Background: an optimization exercise with open tools, aiming at small area and a short achievable clock period. Do not read the settings as production practice. Function was checked by simulation only, so behaviour that the tests miss may differ from the original. Power and IR drop assume default switching activity.

Setup of run 1:
==> flow/design.v (excerpt) <==
module goodness_tracker
#(
  parameter int CORE_NUM            = 4,
  parameter int POST_NEUR_PARALLEL  = 8,
  parameter int POST_NEUR_MEM_WIDTH = 13,
  parameter int GOODNESS_WIDTH      = 24
) (
  input  logic                                                    clk,
  input  logic                                                    rst,
  input  logic [CORE_NUM-1:0]                                     core_valid,
  input  logic [CORE_NUM-1:0]                                     core_last,
  input  logic [CORE_NUM-1:0]                                     core_clear,
  input  logic [CORE_NUM*POST_NEUR_PARALLEL*POST_NEUR_MEM_WIDTH-1:0] core_mem_bus,
  input  logic                                                    mode,
  input  logic [3:0]                                              avg_shift,
  input  logic [GOODNESS_WIDTH-1:0]                               theta,
  output logic [CORE_NUM*GOODNESS_WIDTH-1:0]                      sample_bus,
  output logic [CORE_NUM*GOODNESS_WIDTH-1:0]                      avg_bus,
  output logic [CORE_NUM-1:0]                                     done,
  output logic [CORE_NUM-1:0]                                     above_theta
);
  localparam int P     = POST_NEUR_PARALLEL;
  ...
export LEC_CHECK = 0
export CAP_MARGIN = 20
export CORE_MARGIN = 2
export CORE_UTILIZATION = 38
export SETUP_SLACK_MARGIN = 5
export SLEW_MARGIN = 20
export SYNTH_HIERARCHICAL = 1
export SYNTH_MINIMUM_KEEP_SIZE = 0
export TNS_END_PERCENT = 3
create_clock -name core_clock -period 15.0 [get_ports {clk}]
standard.sh (not shown) runs the stock make flow with config.mk's settings and CLKGATE_MAP_FILE= SYNTH_SCRIPT=/design/flow/synth_recipe.tcl, a recipe that flattens the netlist after the stock synthesis.
==> flow/flow/run.sh <==
#!/bin/bash
set -euo pipefail
bash standard.sh SETUP_SLACK_MARGIN=9 \
  "BUFFER_PORTS_ARGS=-buffer_cell sky130_fd_sc_hd__buf_1" finish > standard_flow.log 2>&1
Looking at the reports, run 1 completed the entire flow and the layout it produced met the timing, DRC and antenna checks.
Input-level comparison between run 2 and run 1:
# run 1
export LEC_CHECK = 0
export CAP_MARGIN = 20
export CORE_MARGIN = 2
export CORE_UTILIZATION = 38
export SETUP_SLACK_MARGIN = 5
export SLEW_MARGIN = 20
export SYNTH_HIERARCHICAL = 1
export SYNTH_MINIMUM_KEEP_SIZE = 0
export TNS_END_PERCENT = 3
create_clock -name core_clock -period 15.0 [get_ports {clk}]
# run 2
export LEC_CHECK = 0
export CAP_MARGIN = 20
export CORE_MARGIN = 2
export CORE_UTILIZATION = 38
export CTS_CLUSTER_DIAMETER = 200
export CTS_CLUSTER_SIZE = 18
export SETUP_SLACK_MARGIN = 5
export SLEW_MARGIN = 20
export SYNTH_HIERARCHICAL = 1
export SYNTH_MINIMUM_KEEP_SIZE = 0
export TNS_END_PERCENT = 10
create_clock -name core_clock -period 15.0 [get_ports {clk}]
==> flow/flow/run.sh <==
#!/bin/bash
set -euo pipefail
bash standard.sh SETUP_SLACK_MARGIN=8.5 \
  "BUFFER_PORTS_ARGS=-buffer_cell sky130_fd_sc_hd__buf_1" finish > standard_flow.log 2>&1
### Flow results
- In the reports for run 2 and run 1, the larger detailed-routed wire length on met3 belongs to run 1.
- Endpoint of the worst setup timing path = g_core[1].avg_q[19]: run 2; endpoint of the worst setup timing path = g_core[2].avg_q[23]: run 1
- When the final numbers for run 2 and run 1 were put side by side, the final critical path time including I/O delays and setup turned out to be greater in run 2.
- Compared with run 1, run 2 shows combined area of the multi-input logic cells lower by about 2.5%.
- The average vias per placed instance on run 2 is in line with that on run 1.
- Compared run 2 against run 1; sequential power within noise.
- Against run 1 as the reference, run 2 delivers a lower fraction of final layout cells with drive strength greater than 1.
- Per the comparison of run 2 with run 1, post-synthesis sequential element count roughly the same, H-tree depth lower, count of clock-buffer cells in the layout lower, non-clock buffer instance count of the final layout lower.
#### Input delta (run 3 over run 2)
# run 2
export LEC_CHECK = 0
export CAP_MARGIN = 20
export CORE_MARGIN = 2
export CORE_UTILIZATION = 38
export CTS_CLUSTER_DIAMETER = 200
export CTS_CLUSTER_SIZE = 18
export SETUP_SLACK_MARGIN = 5
export SLEW_MARGIN = 20
export SYNTH_HIERARCHICAL = 1
export SYNTH_MINIMUM_KEEP_SIZE = 0
export TNS_END_PERCENT = 10
create_clock -name core_clock -period 15.0 [get_ports {clk}]
# run 3
export LEC_CHECK = 0
export CAP_MARGIN = 20
export CORE_MARGIN = 2
export CORE_UTILIZATION = 38
export SETUP_SLACK_MARGIN = 5
export SLEW_MARGIN = 20
export SYNTH_HIERARCHICAL = 1
export SYNTH_MINIMUM_KEEP_SIZE = 0
export TNS_END_PERCENT = 10
create_clock -name core_clock -period 15.0 [get_ports {clk}]
==> flow/flow/run.sh <==
#!/bin/bash
set -euo pipefail
bash standard.sh SETUP_SLACK_MARGIN=8.2 \
  "BUFFER_PORTS_ARGS=-buffer_cell sky130_fd_sc_hd__buf_1" finish > standard_flow.log 2>&1
[summary]
The post-layout minimum cycle time in run 3 sits 22 ps above the value recorded for run 2. Diff run 2 -> run 3: maximum VDD drop has increased; multi-input logic area has decreased; design area has increased; total power after layout has increased.
diff inputs: run 3 => run 4
==> flow/flow/run.sh <==
#!/bin/bash
set -euo pipefail
bash standard.sh SETUP_SLACK_MARGIN=8.5 \
  "BUFFER_PORTS_ARGS=-buffer_cell sky130_fd_sc_hd__buf_1" finish > standard_flow.log 2>&1
Notes after the runs:
Run 4 -> run 3: cell count of the worst reg-to-reg path delta 0, exact match
Run 4 vs. run 3: tightest hold margin barely changed, count of inserted antenna diode cells rose about 8%, total power up about 1%.

* * *

== lane 4 ==
goodness_tracker, a different RTL version from the one above (not shown whole).
Size in the first run: roughly 11,000 cells after synthesis, roughly 0.12 sq mm of cells after synthesis.
clock: 15.0 ns
lec_check: 0
cap_margin: 20
core_margin: 2
core_utilization: 38
gpl_routability_driven: 0
setup_slack_margin: 5
slew_margin: 20
synth_hierarchical: 1
synth_minimum_keep_size: 0
tns_end_percent: 10
==> flow/flow/run.sh <==
#!/bin/bash
set -euo pipefail
bash standard.sh SETUP_SLACK_MARGIN=8.5 \
  "BUFFER_PORTS_ARGS=-buffer_cell sky130_fd_sc_hd__buf_1" finish > standard_flow.log 2>&1
Input-level comparison between lane 2 and lane 4:
- removing GPL_ROUTABILITY_DRIVEN (formerly 0)
- setting PLACE_DENSITY to 0.75 for the first time
Notes after the runs:
Via count across lane 4 and lane 2: no real change.
Comparing lane 4 and lane 2, the lower worst setup slack is on lane 4.
In the tables for lane 4 and lane 2, number of standard cells in the final layout excluding fillers reads higher with lane 4.
Non-clock buffering overhead in the final layout, lane 4 and lane 2, higher one = lane 4.
Global routing usage summed across all routing layers ended up 0.55 points lower on lane 2 than on lane 4.
Lane 4 → lane 2: final-layout worst hold slack went up 0.0061 ns, non-clock buffer count decreased 41, net switching power saw a decrease, placement-stage worst setup slack lost 0.46 ns.
The final reports for lane 2 and lane 4 show instance count on the critical path higher in the former.
The cell at the slowest stage of the critical path comes out o21ai_0 in one run and nor2_1 in the other, namely in lane 4 and lane 2 respectively.
For the transition time at the pin with the least slew margin, lane 2 came in 0.051 ns lower than lane 4 did.

* * *

== tundra ==
goodness_tracker, a different RTL version from the one above (not shown whole).
Size: ~12000 cells after synthesis, about 850 flip-flops, ~120000 sq um of cells after synthesis.
Settings: LEC_CHECK=0, CAP_MARGIN=20, CORE_MARGIN=2, CORE_UTILIZATION=55, SETUP_SLACK_MARGIN=5, SLEW_MARGIN=20, SYNTH_HIERARCHICAL=1, SYNTH_MINIMUM_KEEP_SIZE=0, TNS_END_PERCENT=10; clock period 15.0 ns.
==> flow/flow/run.sh <==
#!/bin/bash
set -euo pipefail
bash standard.sh SETUP_SLACK_MARGIN=8.5 finish > standard_flow.log 2>&1
Setup changes, tundra to pepper
Settings: putting CTS_CLUSTER_SIZE at 30 where nothing was set; swapping 55 for 38 in CORE_UTILIZATION.
==> flow/flow/run.sh <==
#!/bin/bash
set -euo pipefail
bash standard.sh SETUP_SLACK_MARGIN=8.5 \
  "BUFFER_PORTS_ARGS=-buffer_cell sky130_fd_sc_hd__buf_1" finish > standard_flow.log 2>&1
### Flow results
tundra and pepper all finish clean.
Re clock tree skew after final layout: tundra and pepper aren't equal, and the higher value belongs to pepper.
Non-clock buffer count, pepper vs tundra: up by a few percent
Of pepper and tundra, it is pepper that has the higher area of the die.
Summary of pepper over tundra: setup slack shows an increase of 0.14 ns, design area down about 1.7%.
Compared with tundra, pepper shows a lower hold slack.
On multi-input combinational cell count, pepper tracks tundra almost exactly.
Lower number of gates given a new drive strength after cts was reported by pepper, not tundra.
Inputs modified between pepper and quartz:
Settings: CTS_CLUSTER_SIZE: 30 -> unset.
## What came out
quartz and pepper all finish clean.
Cell area: pepper vs quartz identical
Clock distribution power across quartz and pepper: no real change.
Diff pepper -> quartz: shortest clock period the worst path allows after layout held steady; total area of sequential cells ~0 delta; worst hold-check slack has remained practically unchanged.
Between quartz and pepper, the die extent in y does not differ in any meaningful way.
## Diff of input files: juniper against quartz
==> flow/flow/run.sh <==
#!/bin/bash
set -euo pipefail
bash standard.sh SETUP_SLACK_MARGIN=8.5 finish > standard_flow.log 2>&1
==> comparison <==
The maximum achievable frequency of quartz and that of juniper are within noise of each other. Diff quartz -> juniper | non-clock buffer count | decrease of 34. Compared with quartz, in juniper footprint of the multi-input gates level; total wire length after detailed routing moved down; average routed wire per standard cell moved down; wire length of the first global-routing pass moved down; setup fix buffers added after clock tree synthesis moved up. Diff juniper..quartz | post-synthesis share of cell area spent on and, or, nand and nor gates | unchanged. Slack of the worst reg-to-reg path came out lower on juniper than on quartz. Status: number of nets in the layout parity (quartz, juniper). The end of the critical path comes out g_core[2].cut_q[118]$_DFF_P_ in one run and g_core[1].avg_q[19]$_DFFE_PP0P_ in the other, namely in quartz and juniper respectively. juniper and quartz all finish clean.

[port drivers added, routing unchanged]
The results above use ideal ports. As a check the final layouts listed here were re-extracted and re-timed, cells and wires unchanged.
Step 1 assumes that a clkbuf_16 drives the clock port and a buf_2 every other input.
Step 2 moves the port delays by t, midway between the first and last clock arrival at a register: inputs arrive t later, outputs are due t later. That takes back most of the time a late clock gives input paths.
a / b / c = ideal ports / drivers / drivers and shift; a / b = the first two.
run | t (ns) | setup slack, ns | hold slack, ns | worst register clock-pin slew, ns
run 1 | 0.836 | 8.283 / 8.021 / 7.185 | 0.490 / 0.490 / 0.490 | 0.08 / 0.08
run 2 | 0.774 | 8.181 / 7.981 / 7.207 | 0.494 / 0.494 / 0.494 | 0.10 / 0.10
run 3 | 0.847 | 8.158 / 8.054 / 7.207 | 0.491 / 0.491 / 0.491 | 0.08 / 0.08
run 4 | 0.841 | 8.256 / 8.087 / 7.245 | 0.491 / 0.491 / 0.491 | 0.08 / 0.08
lane 4 | 0.825 | 8.222 / 8.107 / 7.282 | 0.484 / 0.484 / 0.484 | 0.07 / 0.07
lane 2 | 0.829 | 8.244 / 8.212 / 7.383 | 0.490 / 0.490 / 0.490 | 0.07 / 0.07
tundra | 0.855 | 8.183 / 8.002 / 7.147 | 0.500 / 0.500 / 0.500 | 0.08 / 0.08
pepper | 0.832 | 8.320 / 8.103 / 7.271 | 0.476 / 0.476 / 0.476 | 0.08 / 0.08
quartz | 0.832 | 8.320 / 8.103 / 7.271 | 0.476 / 0.476 / 0.476 | 0.08 / 0.08
juniper | 0.832 | 8.316 / 8.079 / 7.247 | 0.491 / 0.491 / 0.491 | 0.08 / 0.08
After both steps setup and hold are still met in every run listed. The setup slack of run 1, which loses most, moves by -0.262 ns with the drivers and by -1.098 ns with both steps.
